Source: an optimization exercise on an open RTL-to-GDS flow (aim: small area and a short achievable clock period). Production flows keep margins and buffers that such runs may drop. Where RTL was checked, it was by simulation tests only, not by an equivalence proof against the original. Function not checked in runs 2 and 3: the RTL went through the layout flow alone. No activity file was given, so power comes from the tool's default toggle rates.

### design/flow/design.v
package mem_pkg;
    localparam int unsigned ADDR_W_DEF = 8;
    localparam int unsigned DATA_W_DEF = 16;
    typedef enum logic [1:0] {
        IDLE,
        WAIT,
        RESP
    } state_e;
    typedef enum logic [1:0] {
        OP_RD,
        OP_WR,
        OP_BAD
    } op_e;
endpackage
import mem_pkg::*;
module mem_array
#(
    parameter int unsigned ADDR_W = mem_pkg::ADDR_W_DEF,
    parameter int unsigned DATA_W = mem_pkg::DATA_W_DEF,
    parameter int unsigned DEPTH  = 200
) (
    input  logic              clk,
    input  logic              we,
    input  logic [ADDR_W-1:0] addr,
    input  logic [DATA_W-1:0] wdata,
    output logic [DATA_W-1:0] rdata
);
    logic [DATA_W-1:0] mem [DEPTH];
    logic [DATA_W-1:0] rdata_q;
    logic              in_range;
    assign in_range = 32'(addr) < DEPTH;
    assign rdata    = rdata_q;
    always_ff @(posedge clk) begin
        if (we && in_range) begin
            mem[addr] <= wdata;
        end
        rdata_q <= in_range ? mem[addr] : '0;
    end
endmodule
import mem_pkg::*;
module mem_responder
#(
    parameter int unsigned ADDR_W  = mem_pkg::ADDR_W_DEF,
    parameter int unsigned DATA_W  = mem_pkg::DATA_W_DEF,
    parameter int unsigned DEPTH   = 200,
    parameter int unsigned LATENCY = 2
) (
    input  logic              clk,
    input  logic              rst,
    input  logic              MemRead,
    input  logic              MemWrite,
    input  logic [ADDR_W-1:0] addr,
    input  logic [DATA_W-1:0] wdata,
    output logic [DATA_W-1:0] rdata,
    output logic              ready,
    output logic              busy,
    output logic              err
);
    localparam logic [3:0] CntInit = (LATENCY > 0) ? 4'(LATENCY - 1) : 4'd0;
    mem_pkg::state_e   state_q, state_d;
    mem_pkg::op_e      op_q, op_d;
    logic [ADDR_W-1:0] addr_q, addr_d;
    logic [DATA_W-1:0] wdata_q, wdata_d;
    logic [3:0]        cnt_q, cnt_d;
    logic [DATA_W-1:0] rdata_q, rdata_d;
    logic              ready_q, ready_d;
    logic              busy_q, busy_d;
    logic              err_q, err_d;
    logic              bad_req;
    logic              ram_we;
    logic [ADDR_W-1:0] ram_addr;
    logic [DATA_W-1:0] ram_rdata;
    assign bad_req = (op_q == OP_BAD) || (32'(addr_q) >= DEPTH);
    assign ram_we  = (state_q == RESP) && (op_q == OP_WR) && !bad_req;
    assign ram_addr = (state_q == IDLE) ? addr : addr_q;
    mem_array #(
        .ADDR_W (ADDR_W),
        .DATA_W (DATA_W),
        .DEPTH  (DEPTH)
    ) u_mem_array (
        .clk   (clk),
        .we    (ram_we),
        .addr  (ram_addr),
        .wdata (wdata_q),
        .rdata (ram_rdata)
    );
    always_comb begin
        state_d = state_q;
        op_d    = op_q;
        addr_d  = addr_q;
        wdata_d = wdata_q;
        cnt_d   = cnt_q;
        rdata_d = rdata_q;
        ready_d = 1'b0;
        busy_d  = busy_q;
        err_d   = 1'b0;
        unique case (state_q)
            IDLE: begin
                if (MemRead || MemWrite) begin
                    addr_d  = addr;
                    wdata_d = wdata;
                    if (MemRead && MemWrite) begin
                        op_d = OP_BAD;
                    end else if (MemWrite) begin
                        op_d = OP_WR;
                    end else begin
                        op_d = OP_RD;
                    end
                    busy_d  = 1'b1;
                    cnt_d   = CntInit;
                    state_d = (LATENCY > 0) ? WAIT : RESP;
                end
            end
            WAIT: begin
                if (cnt_q == 4'd0) begin
                    state_d = RESP;
                end else begin
                    cnt_d = cnt_q - 4'd1;
                end
            end
            RESP: begin
                ready_d = 1'b1;
                err_d   = bad_req;
                busy_d  = 1'b0;
                state_d = IDLE;
                if (op_q != OP_WR) begin
                    rdata_d = bad_req ? '0 : ram_rdata;
                end
            end
            default: state_d = IDLE;
        endcase
    end
    always_ff @(posedge clk or posedge rst) begin
        if (rst) begin
            state_q <= IDLE;
            op_q    <= OP_RD;
            addr_q  <= '0;
            wdata_q <= '0;
            cnt_q   <= 4'd0;
            rdata_q <= '0;
            ready_q <= 1'b0;
            busy_q  <= 1'b0;
            err_q   <= 1'b0;
        end else begin
            state_q <= state_d;
            op_q    <= op_d;
            addr_q  <= addr_d;
            wdata_q <= wdata_d;
            cnt_q   <= cnt_d;
            rdata_q <= rdata_d;
            ready_q <= ready_d;
            busy_q  <= busy_d;
            err_q   <= err_d;
        end
    end
    assign rdata = rdata_q;
    assign ready = ready_q;
    assign busy  = busy_q;
    assign err   = err_q;
endmodule
### design/flow/config.mk
export PLATFORM = sky130hd
export DESIGN_NAME = mem_responder
export DESIGN_NICKNAME = mem_responder
export VERILOG_FILES = /design/flow/design.v
export SDC_FILE = /design/flow/constraint.sdc
export NUM_CORES = 4
export LEC_CHECK = 0
export CAP_MARGIN = 20
export CORE_MARGIN = 2
export CORE_UTILIZATION = 40
export SLEW_MARGIN = 20
### design/flow/constraint.sdc
create_clock -name core_clock -period 4.2 [get_ports {clk}]
set_input_delay 0.8400 -clock core_clock [delete_from_list [all_inputs] [get_ports {clk}]]
set_output_delay 0.8400 -clock core_clock [all_outputs]
set_load 0.01 [all_outputs]
### design/flow/run.sh
#!/bin/bash
# synth_recipe.tcl (not shown) runs the flow's synth.tcl, then flattens the netlist and writes it again
# the make line also repeats each setting of config.mk as NAME=value (left out here)
make -C /OpenROAD-flow-scripts/flow DESIGN_CONFIG=/design/flow/config.mk WORK_HOME=/design/flow/orfs CLKGATE_MAP_FILE= SYNTH_SCRIPT=/design/flow/synth_recipe.tcl finish
==> flow_metrics.py, run 1 <==
metrics = {
    "grt": {
        "grt_first_pass_wirelength_um": 500000,
        "grt_max_degree": 141,
        "antenna_violations_before_repair": 12,
        "overflow_left_after_global_routing": 0,
        "grt_use_total_pct": 22.7,
        "grt_pass1_vias": 68200,
    },
    "worst_setup_path": {
        "critical_path.reg2reg.endpoint": "u_mem_array.rdata_q[8]",
        "path_depth": 12,
        "crit_slowest_cell": "sky130_fd_sc_hd__dfrtp_1",
        "worst_setup_path_end_kind": "flop",
        "worst_path_class_setup": "flop to flop",
        "worst-endpoint-arrival_ns": 4.85,
        "critical-path-top-delay-family": "compound AO/OA/AOI/OAI gates",
        "path_buf_inv": 4,
        "reg2regPathDepth": 12,
        "worst_setup_path_endpoint": "u_mem_array.rdata_q[8]",
        "worstSetupStartpoint": "state_q[1]",
        "worstPathCellList": "or4b_1 -> o21ai_4 -> buf_4 -> buf_12 -> buf_12 -> a22o_1 -> a221oi_1 -> o22ai_1 -> or4_1 -> o21ai_1 -> buf_4 -> nand4_1",
        "critical-path-max-stage-delay_ns": 0.66,
        "required_ns": 4.96,
        "setup.reg_to_reg.worst_slack_ns": 0.11,
        "r2r_start": "state_q[1]",
        "critical_path.max_fanout": 16,
        "setup.worst_path.start_class": "flop",
    },
    "logic_synthesis": {
        "post_synthesis_mux_area_share_pct": 0.238,
        "synth_xor_xnor_area_share_pct": 0.0220,
        "dominant_combinational_cell_family_by_area_after_synthesis": "compound AO/OA/AOI/OAI gates",
        "netlist_instances": 6439,
        "synth_compound_area_share_pct": 13.9,
        "warnings_synthesis": 2,
        "async_flop_share_pct": 1.56,
        "syn_area_per_cell_um2": 18.6,
        "most_used_flip_flop_cell_after_synthesis": "sky130_fd_sc_hd__edfxtp_1",
        "synth.cell_area_um2": 120000,
        "seq_area_frac_synth_pct": 81.7,
        "synthSimpleGateAreaFrac_pct": 2.26,
        "synthAdderAreaFrac_pct": 0.0209,
        "number_of_enable_flip_flop_cells_after_synthesis": 3200,
        "yosys.cell_types.count": 52,
        "number_of_synthesized_register_bits": 3267,
        "synth.net_count": 6469,
    },
    "finish": {
        "layout.nets": 7290,
        "multiInputGateArea_um2": 19800,
        "layout-area-overhead-vs-synth_pct": 19.9,
        "fin_util_pct": 48.2,
        "fraction_of_final_layout_cells_sized_beyond_drive_strength_1_pct": 19.0,
        "stdcell_count": 11500,
        "filler_cell_count": 24200,
        "sequential_cell_area_um2": 97700,
    },
    "timing": {
        "timing.max_slew.rel_slack_pct": 15.9,
        "timing.final.max_slew_violations": 0,
        "post-route-period-util_pct": 97.4,
        "finalClockSkew_ns": 0.0569,
        "setup_viol": 0,
        "finalHoldViolations": 0,
        "setup_repair_after_global_routing_missed_its_margin": "false",
        "maxClockFrequency_mhz": 244,
        "finalWorstPathRequiredPeriod_ns": 4.09,
        "worst-slew-pin-transition_ns": 1.26,
    },
    "routing": {
        "drtAntennaViolNets": 0,
        "drt_first_iter_violations": 9611,
        "met1_routed_length_um": 142000,
        "met2WireLength_um": 161000,
        "average_vias_per_placed_instance": 6.11,
        "met3_wirelength_um": 35100,
        "route.top_layer_used": "met5",
        "wl_um": 351000,
        "dr_total_vias": 70000,
        "drc": 0,
        "detailedRoute.firstPassIterationCount": 6,
        "drt_wl_cell_um": 30.7,
    },
    "clocking": {
        "htree_num_levels": 5,
        "cts_hold_buffers": 0,
        "clock_buffer_count_from_cts": 333,
        "numClockSinks": 3267,
        "clock_latency_ns": 0.88,
        "clock_path_buffers": 4,
        "cts_tree": "done",
        "clockRootBuffer": "sky130_fd_sc_hd__clkbuf_16",
        "cts.clk_slew.worst_paths_ns": 0.07,
    },
    "floorplan": {
        "floorplan.die.height_um": 551,
        "fp.dieW_um": 551,
        "effective_utilization_at_floorplan_pct": 40.2,
        "num_io_pins": 47,
        "rows": 200,
        "dieArea_um2": 303000,
        "core_region_area_um2": 297000,
    },
    "hold_path": {
        "hold_start": "u_mem_array.rdata_q[1]",
        "hold_depth": 1,
        "min_path_type": "flop to flop",
    },
    "status": {
        "status": "complete, no violations",
    },
    "pwr": {
        "power.ir.vdd_worst_uv": 783,
        "cellLeakagePower_uw": 0.0458,
        "power_density_nw_per_um2": 752,
    },
    "place": {
        "portBuffers": 46,
        "dpl.cell_count": 10900,
        "dp_hpwl_um": 221000,
        "replace_congestion": 0.894,
    },
    "run": {
        "max_cap_violations": 0,
    },
}
[cells in the final DEF, fill, tap and decap left out, types with 18 or more instances in the layout]
cell | synthesis | routed
sky130_fd_sc_hd__a21oi_1 | 95 | 95
sky130_fd_sc_hd__a221oi_1 | 624 | 624
sky130_fd_sc_hd__a22o_1 | 576 | 576
sky130_fd_sc_hd__a22oi_1 | 424 | 424
sky130_fd_sc_hd__buf_12 | 0 | 255
sky130_fd_sc_hd__buf_4 | 22 | 669
sky130_fd_sc_hd__bufinv_16 | 0 | 18
sky130_fd_sc_hd__clkbuf_1 | 242 | 62
sky130_fd_sc_hd__clkbuf_16 | 0 | 339
sky130_fd_sc_hd__clkdlybuf4s50_1 | 0 | 46
sky130_fd_sc_hd__clkinv_1 | 0 | 80
sky130_fd_sc_hd__clkinv_2 | 0 | 57
sky130_fd_sc_hd__dfrtp_1 | 51 | 35
sky130_fd_sc_hd__edfxtp_1 | 3200 | 3200
sky130_fd_sc_hd__mux2_2 | 24 | 24
sky130_fd_sc_hd__nand2_1 | 66 | 65
sky130_fd_sc_hd__nand3_1 | 118 | 116
sky130_fd_sc_hd__nand4_1 | 59 | 59
sky130_fd_sc_hd__nor2_1 | 210 | 210
sky130_fd_sc_hd__o21ai_0 | 25 | 20
sky130_fd_sc_hd__o21ai_1 | 28 | 29
sky130_fd_sc_hd__o22ai_1 | 280 | 280
sky130_fd_sc_hd__o41ai_1 | 20 | 20
sky130_fd_sc_hd__or4_1 | 65 | 65
[registers in the layout (all words and copies together) (netlist names)]
register	count
addr_q	8
state_q	2
err_q	1
rdata_q	16
ready_q	1
u_mem_array.rdata_q	16
wdata_q	16
busy_q	1
cnt_q	4
u_mem_array.mem	3200
op_q	2
[layer usage]
| layer | global-route usage, % | vias up |
|---|---|---|
| met4 | 7.96 | 2 |
| li1 | - | 29300 |
| met5 | 0 | - |
| met2 | 35.2 | 3753 |
| met1 | 31.8 | 36300 |
| met3 | 4.65 | 597 |
[layout make-up]
cell class | instances | share of cell area (%)
antenna | 2 | 0.00349
clock buffer | 402 | 6.09
clock inverter | 186 | 1.03
inverter | 6 | 0.0157
multi-input combinational | 2682 | 13.8
sequential | 3267 | 68.2
tap | 3939 | 3.44
timing repair buffer | 970 | 7.39
[cell usage after synthesis, types with 9 or more instances]
cell type / count / share of area (%)
sky130_fd_sc_hd__edfxtp_1: 3200 / 80
sky130_fd_sc_hd__nand2_1: 66 / 0.21
sky130_fd_sc_hd__o22ai_1: 280 / 1.5
sky130_fd_sc_hd__dfxtp_1: 16 / 0.27
sky130_fd_sc_hd__a221oi_1: 624 / 4.6
sky130_fd_sc_hd__nand4_1: 59 / 0.31
sky130_fd_sc_hd__a221o_1: 12 / 0.10
sky130_fd_sc_hd__nand2b_1: 9 / 0.047
sky130_fd_sc_hd__buf_2: 170 / 0.71
sky130_fd_sc_hd__a22o_1: 576 / 4.2
sky130_fd_sc_hd__buf_1: 49 / 0.15
sky130_fd_sc_hd__o41ai_1: 20 / 0.15
sky130_fd_sc_hd__or4_1: 65 / 0.41
sky130_fd_sc_hd__dfrtp_1: 51 / 1.1
sky130_fd_sc_hd__mux2_2: 24 / 0.23
sky130_fd_sc_hd__clkbuf_1: 242 / 0.76
sky130_fd_sc_hd__buf_4: 22 / 0.14
sky130_fd_sc_hd__nor2_1: 210 / 0.66
sky130_fd_sc_hd__a22oi_1: 424 / 2.7
sky130_fd_sc_hd__nand3_1: 118 / 0.49
sky130_fd_sc_hd__o21ai_1: 28 / 0.12
sky130_fd_sc_hd__o21ai_0: 25 / 0.10
sky130_fd_sc_hd__a21oi_1: 95 / 0.40
[cells by family (layout without fill, tap and decap cells)]
logic type               count (synthesis)  count (layout)
AO/OA/AOI/OAI                         2104            2104
other                                    0               2
buffers and inverters                  490            1564
XOR/XNOR                                 3               3
flip-flops                            3267            3267
AND/OR/NAND/NOR                        548             548
adder cells (fa/ha/maj)                  2               2
multiplexers                            25              25
[power breakdown]
part | leakage [uW] | total [uW] | internal, uW | switching, uW
sequential | 0.0295 | 42800 | 41000 | 1870
combinational | 0.0112 | 36800 | 13000 | 23800
clock | 0.00498 | 28100 | 15900 | 12200
total | 0.0458 | 108000 | 69900 | 37800
[per-stage QoR]
| step | setup WS [ns] | hold slack [ns] | TNS [ns] | total power (uW) | instance area, um2 |
|---|---|---|---|---|---|
| after floorplan | 0.296 | 0.427 | 0 | 60800 | 120000 |
| after global placement | -0.636 | 0.436 | -15.92 | 79400 | 133000 |
| after detailed placement | -0.655 | 0.441 | -18.91 | 79900 | 133000 |
| after CTS | 0.0797 | 0.453 | 0 | 108000 | 143000 |
| after global routing | 0.0490 | 0.469 | 0 | 111000 | 143000 |
| final | 0.108 | 0.460 | 0 | 108000 | 143000 |
[worst min path at each step]
stage,endpoint,slack (ns)
after floorplan,rdata_q[0],0.43
after global placement,rdata_q[3],0.44
after detailed placement,rdata_q[4],0.44
after CTS,wdata_q[12],0.45
after global routing,rdata_q[0],0.47
final,rdata_q[1],0.46
[what timing repair did]
action	CTS	global route
gates resized for setup	0	1
buffers inserted	0	0
endpoints found under the setup margin	0	1
==> run 2: changes to the inputs <==
==> design/flow/design.v (replaced) <==
package mem_pkg;
    localparam int unsigned ADDR_W_DEF = 8;
    localparam int unsigned DATA_W_DEF = 16;
endpackage
import mem_pkg::*;
module mem_array
#(
    parameter int unsigned DATA_W = mem_pkg::DATA_W_DEF,
    parameter int unsigned DEPTH  = 200
) (
    input  logic              clk,
    input  logic [DEPTH-1:0]  we,
    input  logic [DEPTH-1:0]  hold,
    input  logic [DATA_W-1:0] wdata,
    input  logic [DEPTH-1:0]  sel,
    output logic [DATA_W-1:0] rdata
);
    logic [DEPTH-1:0][DATA_W-1:0] mem;
    for (genvar w = 0; w < DEPTH; w++) begin : g_word
        always_ff @(posedge clk) begin
            mem[w] <= (mem[w] & {DATA_W{hold[w]}}) | (wdata & {DATA_W{we[w]}});
        end
    end
    always_comb begin
        rdata = '0;
        for (int w = 0; w < DEPTH; w++) begin
            rdata = rdata | (mem[w] & {DATA_W{sel[w]}});
        end
    end
endmodule
import mem_pkg::*;
module mem_responder
#(
    parameter int unsigned ADDR_W = mem_pkg::ADDR_W_DEF,
    parameter int unsigned DATA_W = mem_pkg::DATA_W_DEF,
    parameter int unsigned DEPTH  = 200
) (
    input  logic              clk,
    input  logic              rst,
    input  logic              MemRead,
    input  logic              MemWrite,
    input  logic [ADDR_W-1:0] addr,
    input  logic [DATA_W-1:0] wdata,
    output logic [DATA_W-1:0] rdata,
    output logic              ready,
    output logic              busy,
    output logic              err
);
    logic [ADDR_W-1:0] addr_q;
    logic [DATA_W-1:0] wdata_q;
    logic              rd_q;       
    logic              wr_q;       
    logic              bad_q;      
    logic [DATA_W-1:0] rpre_q;     
    logic              p1_q, p2_q, p3_q;
    logic              p3n_q;      
    logic              busy_q, ready_q, err_q;
    logic [DATA_W-1:0] rdata_q;
    logic              accept;
    logic              in_range;
    logic [DEPTH-1:0]  dec;
    logic [DEPTH-1:0]  we;
    logic [DEPTH-1:0]  hold;
    logic [DATA_W-1:0] ram_rdata;
    assign accept   = !busy_q && (MemRead || MemWrite);
    assign in_range = 32'(addr) < DEPTH;
    always_ff @(posedge clk) begin
        if (accept) begin
            addr_q  <= addr;
            wdata_q <= wdata;
            rd_q    <= MemRead;
            wr_q    <= MemWrite && !MemRead && in_range;
            bad_q   <= (MemRead && MemWrite) || !in_range;
        end
        rpre_q <= ram_rdata;
    end
    always_comb begin
        for (int w = 0; w < DEPTH; w++) begin
            dec[w] = (addr_q == ADDR_W'(w));
            we[w]   = dec[w] && p3_q && wr_q;
            hold[w] = !(dec[w] && !p3n_q && wr_q);
        end
    end
    mem_array #(
        .DATA_W (DATA_W),
        .DEPTH  (DEPTH)
    ) u_mem_array (
        .clk   (clk),
        .we    (we),
        .hold  (hold),
        .wdata (wdata_q),
        .sel   (dec),
        .rdata (ram_rdata)
    );
    always_ff @(posedge clk or posedge rst) begin
        if (rst) begin
            p3n_q <= 1'b1;
        end else begin
            p3n_q <= !p2_q;
        end
    end
    always_ff @(posedge clk or posedge rst) begin
        if (rst) begin
            p1_q    <= 1'b0;
            p2_q    <= 1'b0;
            p3_q    <= 1'b0;
            busy_q  <= 1'b0;
            ready_q <= 1'b0;
            err_q   <= 1'b0;
            rdata_q <= '0;
        end else begin
            p1_q    <= accept;
            p2_q    <= p1_q;
            p3_q    <= p2_q;
            busy_q  <= accept || (busy_q && !p3_q);
            ready_q <= p3_q;
            err_q   <= p3_q && bad_q;
            if (p3_q && rd_q) begin
                rdata_q <= bad_q ? '0 : rpre_q;
            end
        end
    end
    assign rdata = rdata_q;
    assign ready = ready_q;
    assign busy  = busy_q;
    assign err   = err_q;
endmodule
--- a/design/flow/config.mk
+++ b/design/flow/config.mk
@@ -8,4 +8,4 @@
 export CAP_MARGIN = 20
 export CORE_MARGIN = 2
-export CORE_UTILIZATION = 40
+export CORE_UTILIZATION = 60
 export SLEW_MARGIN = 20
==> run 2 against run 1 <==
Compared with the run above:
- the flow now stops in 5_1_grt
- synthesized cell count increased by 69%
- area after synthesis grew 0.52%
==> flow_metrics.py, run 2 <==
metrics = {
    "grt": {
        "grt_pass1_vias": 140000,
        "grt_first_pass_wirelength_um": 1370000,
        "grt_max_degree": 114,
        "grt_use_total_pct": 95.9,
        "overflow_left_after_global_routing": 7388,
    },
    "logic_synthesis": {
        "synth.net_count": 10900,
        "async_flop_share_pct": 0.704,
        "synth_top_cell_by_area": "sky130_fd_sc_hd__dfxtp_1",
        "syn_area_per_cell_um2": 11.1,
        "seq_area_frac_synth_pct": 54.7,
        "netlist_instances": 10900,
        "warnings_synthesis": 2,
        "synth.cell_area_um2": 120000,
        "yosys.cell_types.count": 63,
        "synthMostInstantiatedCell": "sky130_fd_sc_hd__a22o_1",
        "top_post_synthesis_cells_by_area": "sky130_fd_sc_hd__dfxtp_1 54%, sky130_fd_sc_hd__a22o_1 24%, sky130_fd_sc_hd__a22oi_1 7.1%",
        "most_used_flip_flop_cell_after_synthesis": "sky130_fd_sc_hd__dfxtp_1",
        "post_synth_most_frequent_cells": "3337 x sky130_fd_sc_hd__a22o_1, 3216 x sky130_fd_sc_hd__dfxtp_1, 1130 x sky130_fd_sc_hd__a22oi_1",
        "synth.top_cell.area_share_pct": 53.6,
        "number_of_enable_flip_flop_cells_after_synthesis": 27,
        "number_of_synthesized_register_bits": 3266,
    },
    "clocking": {
        "htree_num_levels": 5,
        "clock_buffer_count_from_cts": 340,
        "post_cts.resized_instances": 5,
        "cts_setup_buffers": 0,
        "cts_hold_buffers": 0,
        "clockRootBuffer": "sky130_fd_sc_hd__clkbuf_16",
        "numClockSinks": 3266,
        "clock_path_buffers": 4,
    },
    "place": {
        "place_area_um2": 132000,
        "replace_congestion": 1.59,
        "dp_hpwl_um": 629000,
        "portBuffers": 46,
    },
    "status": {
        "error_line": "[ERROR GRT-0116] Global routing finished with congestion. Check the congestion regions in the DRC Viewer.",
        "status": "stopped before the end",
        "flow.stopped_at": "5_1_grt",
    },
    "floorplan": {
        "num_io_pins": 47,
        "floorplan.die.height_um": 451,
        "fp.dieW_um": 451,
        "rows": 164,
        "effective_utilization_at_floorplan_pct": 60.2,
    },
}
-- run 2: cell count changes after synthesis, sizes merged, moves of 62 or more --
| cell | delta |
|---|---|
| dfxtp | +3200 |
| edfxtp | -3173 |
| a22o | +2761 |
| a22oi | +706 |
| clkbuf | +555 |
| a221oi | -542 |
| nand2 | +297 |
| nor3 | +225 |
| buf | +179 |
| a222oi | +116 |
| nor4 | +83 |
| o22ai | -62 |
-- run 2: routing by layer --
| metal | GRT usage (%) | overflow |
|---|---|---|
| met1 | 95.3 | 990 |
| met3 | 90.4 | 1023 |
| met2 | 104 | 3639 |
| met5 | 80.2 | 139 |
| met4 | 92.5 | 1597 |
-- run 2: through the flow --
stage / setup TNS (ns) / std cells / power (uW) / setup WS (ns)
floorplan: 0 / 10900 / 33300 / 1.59
global placement: -4.23 / 13700 / 35100 / -0.365
detailed placement: -0.572 / 13700 / 35100 / -0.294
CTS: 0 / 14300 / 65000 / 0.0174
-- run 2: worst max-delay path by stage --
| stage | start | slack (ns) | end |
|---|---|---|---|
| global placement | addr_q[6] | -0.37 | rpre_q[11] |
| CTS | addr_q[6] | 0.02 | rpre_q[0] |
| floorplan | addr_q[1] | 1.59 | rpre_q[13] |
| detailed placement | addr_q[2] | -0.29 | rpre_q[0] |
-- run 2: cells by family after synthesis --
family | Yosys count | share of synthesized area [%]
buffers and inverters | 1220 | 4.26
multiplexers | 7 | 0.0614
AND/OR/NAND/NOR | 1259 | 5.59
AO/OA/AOI/OAI | 5113 | 35.4
flip-flops | 3266 | 54.7
-- run 2: power by group through the flow --
stage	Combinational (uW)	Sequential, uW	Clock (uW)
after CTS	2840	31600	30600
after detailed placement	2830	32300	0
after global placement	2800	32200	0
after floorplan	1220	32100	0
==> run 3: changes to the inputs <==
--- a/design/flow/design.v
+++ b/design/flow/design.v
@@ -47,5 +47,7 @@
     output logic              err
 );
-    logic [ADDR_W-1:0] addr_q;
+    logic [7:0]        lo_q;       
+    logic [7:0]        mid_q;      
+    logic [3:0]        hi_q;       
     logic [DATA_W-1:0] wdata_q;
     logic              rd_q;       
@@ -54,10 +56,11 @@
     logic [DATA_W-1:0] rpre_q;     
     logic              p1_q, p2_q, p3_q;
-    logic              p3n_q;      
+    logic [3:0]        hwe_q;      
+    logic [3:0]        hwe_n_q;    
     logic              busy_q, ready_q, err_q;
     logic [DATA_W-1:0] rdata_q;
     logic              accept;
     logic              in_range;
-    logic [DEPTH-1:0]  dec;
+    logic [DEPTH-1:0]  sel;
     logic [DEPTH-1:0]  we;
     logic [DEPTH-1:0]  hold;
@@ -67,5 +70,11 @@
     always_ff @(posedge clk) begin
         if (accept) begin
-            addr_q  <= addr;
+            for (int i = 0; i < 8; i++) begin
+                lo_q[i]  <= (addr[2:0] == 3'(i));
+                mid_q[i] <= (addr[5:3] == 3'(i));
+            end
+            for (int i = 0; i < 4; i++) begin
+                hi_q[i] <= (addr[7:6] == 2'(i));
+            end
             wdata_q <= wdata;
             rd_q    <= MemRead;
@@ -75,9 +84,20 @@
         rpre_q <= ram_rdata;
     end
+    always_ff @(posedge clk or posedge rst) begin
+        if (rst) begin
+            hwe_q   <= '0;
+            hwe_n_q <= '1;
+        end else begin
+            for (int i = 0; i < 4; i++) begin
+                hwe_q[i]   <= p2_q && wr_q && hi_q[i];
+                hwe_n_q[i] <= !(p2_q && wr_q && hi_q[i]);
+            end
+        end
+    end
     always_comb begin
         for (int w = 0; w < DEPTH; w++) begin
-            dec[w] = (addr_q == ADDR_W'(w));
-            we[w]   = dec[w] && p3_q && wr_q;
-            hold[w] = !(dec[w] && !p3n_q && wr_q);
+            sel[w]  = lo_q[w % 8] && mid_q[(w / 8) % 8] && hi_q[w / 64];
+            we[w]   = lo_q[w % 8] && mid_q[(w / 8) % 8] && hwe_q[w / 64];
+            hold[w] = !(lo_q[w % 8] && mid_q[(w / 8) % 8] && !hwe_n_q[w / 64]);
         end
     end
@@ -90,14 +110,7 @@
         .hold  (hold),
         .wdata (wdata_q),
-        .sel   (dec),
+        .sel   (sel),
         .rdata (ram_rdata)
     );
-    always_ff @(posedge clk or posedge rst) begin
-        if (rst) begin
-            p3n_q <= 1'b1;
-        end else begin
-            p3n_q <= !p2_q;
-        end
-    end
     always_ff @(posedge clk or posedge rst) begin
         if (rst) begin
==> run 3 against run 2 <==
Compared with the run above:
- the run again fails in 5_1_grt
- area after synthesis increased by 1.2%
- synthesized cell count grew 1.8%
==> flow_metrics.py, run 3 <==
metrics = {
    "status": {
        "status": "stopped before the end",
        "flow.stopped_at": "5_1_grt",
        "error_line": "[ERROR GRT-0116] Global routing finished with congestion. Check the congestion regions in the DRC Viewer.",
    },
    "logic_synthesis": {
        "post_synth_most_frequent_cells": "3684 x sky130_fd_sc_hd__a22o_1, 3216 x sky130_fd_sc_hd__dfxtp_1, 1670 x sky130_fd_sc_hd__clkbuf_1",
        "most_used_flip_flop_cell_after_synthesis": "sky130_fd_sc_hd__dfxtp_1",
        "synth.top_cell.area_share_pct": 52.9,
        "synthAdderAreaFrac_pct": 0,
        "synth_xor_xnor_area_share_pct": 0,
        "synth_top_cell_by_area": "sky130_fd_sc_hd__dfxtp_1",
        "async_flop_share_pct": 0.913,
        "netlist_instances": 11100,
        "synth.cell_area_um2": 122000,
        "top_post_synthesis_cells_by_area": "sky130_fd_sc_hd__dfxtp_1 53%, sky130_fd_sc_hd__a22o_1 27%, sky130_fd_sc_hd__clkbuf_1 5.2%",
        "syn_area_per_cell_um2": 11.0,
        "synthMostInstantiatedCell": "sky130_fd_sc_hd__a22o_1",
        "post_synthesis_mux_area_share_pct": 0,
        "synth_compound_area_share_pct": 34.1,
        "warnings_synthesis": 2,
        "synth.net_count": 11100,
        "yosys.cell_types.count": 43,
        "dominant_combinational_cell_family_by_area_after_synthesis": "compound AO/OA/AOI/OAI gates",
        "synthSimpleGateAreaFrac_pct": 5.96,
        "seq_area_frac_synth_pct": 54.5,
        "number_of_enable_flip_flop_cells_after_synthesis": 39,
        "number_of_synthesized_register_bits": 3285,
    },
    "clocking": {
        "cts_setup_buffers": 0,
        "numClockSinks": 3285,
        "clock_buffer_count_from_cts": 343,
        "clockRootBuffer": "sky130_fd_sc_hd__clkbuf_16",
        "htree_num_levels": 5,
        "clock_path_buffers": 4,
    },
    "floorplan": {
        "rows": 165,
        "effective_utilization_at_floorplan_pct": 60.2,
        "floorplan.die.height_um": 454,
        "fp.dieW_um": 454,
        "num_io_pins": 47,
    },
    "place": {
        "portBuffers": 46,
        "post-place-ws_ns": -0.109,
        "replace_congestion": 1.48,
        "dp_hpwl_um": 660000,
    },
    "grt": {
        "overflow_left_after_global_routing": 10600,
        "grt_max_degree": 134,
        "grt_use_total_pct": 101,
        "grt_first_pass_wirelength_um": 1440000,
        "grt_pass1_vias": 141000,
    },
}
==> run 3: cell types whose count changed after synthesis, moves of 193 or more <==
cell,previous run,this run
sky130_fd_sc_hd__clkbuf_1,796,1670
sky130_fd_sc_hd__a22oi_1,1130,510
sky130_fd_sc_hd__a221oi_1,82,506
sky130_fd_sc_hd__and3_1,26,402
sky130_fd_sc_hd__a22o_1,3337,3684
sky130_fd_sc_hd__buf_2,310,12
sky130_fd_sc_hd__nand2_1,363,119
sky130_fd_sc_hd__nor2_1,250,26
sky130_fd_sc_hd__o22ai_1,218,10
sky130_fd_sc_hd__or2_2,0,200
sky130_fd_sc_hd__nand4_1,101,294
==> run 3: cell families after synthesis <==
kind of cell,after synthesis
AND/OR/NAND/NOR,1220
AO/OA/AOI/OAI,4829
flip-flops,3285
buffers and inverters,1732
==> run 3: how the worst max path moves through the flow <==
stage / endpoint / slack, ns / cells after the start
2_1_floorplan: bad_q / 1.21 / 2
3_3_place_gp: rpre_q[0] / -0.61 / 9
3_5_place_dp: rpre_q[12] / -0.11 / 8
4_1_cts: rpre_q[1] / 0.02 / 9
==> run 3: power by group through the flow <==
stage / clock network, uW / registers [uW] / logic (uW)
after floorplan: 0 / 39600 / 7160
after global placement: 0 / 41500 / 13600
after detailed placement: 0 / 41600 / 13900
after CTS: 31100 / 41000 / 14000
==> run 3: stage by stage <==
| step | hold WS (ns) | area, um2 | instances | total power [uW] |
|---|---|---|---|---|
| 3_5_place_dp | 0.345 | 128000 | 13000 | 55400 |
| 3_3_place_gp | 0.335 | 127000 | 13000 | 55100 |
| 2_1_floorplan | 0.331 | 122000 | 11100 | 46700 |
| 4_1_cts | 0.263 | 139000 | 13600 | 86100 |
==> run 3: routing by layer <==
metal,GRT overflow,global-route usage [%]
met1,2040,99.5
met2,4586,108
met3,1769,97.0
met4,2033,101
met5,200,89.1
==> run 3: repair_timing <==
item	4_1_cts
hold buffers	0
resized for setup	2
endpoints found under the setup margin	2

afterwards: timing with drivers on the ports:
How much do the figures lean on ideal ports? The routed layout below was timed once more, with nothing changed but the port constraints.
Step 1, drivers: a clkbuf_16 drives clk and a buf_2 each remaining input, both assumed.
Step 2, shift: input delay + t, output delay - t, t = (earliest + latest rising clock arrival at the registers) / 2. This alone moves slack from input paths to output paths.
Three values: ideal ports, drivers, drivers and shift; two values: the first two.
run: run 1
t, ns: 0.953
setup slack, ns: 0.108 / 0.108 / -0.684
worst hold slack (ns): 0.460 / 0.412 / 0.460
worst slew at a driven data input, ns: 0.05
Met with ideal ports but missed after step 2: setup timing in run 1. For run 1, drivers alone change the setup slack by 0.000 ns; drivers and shift together by -0.792 ns.
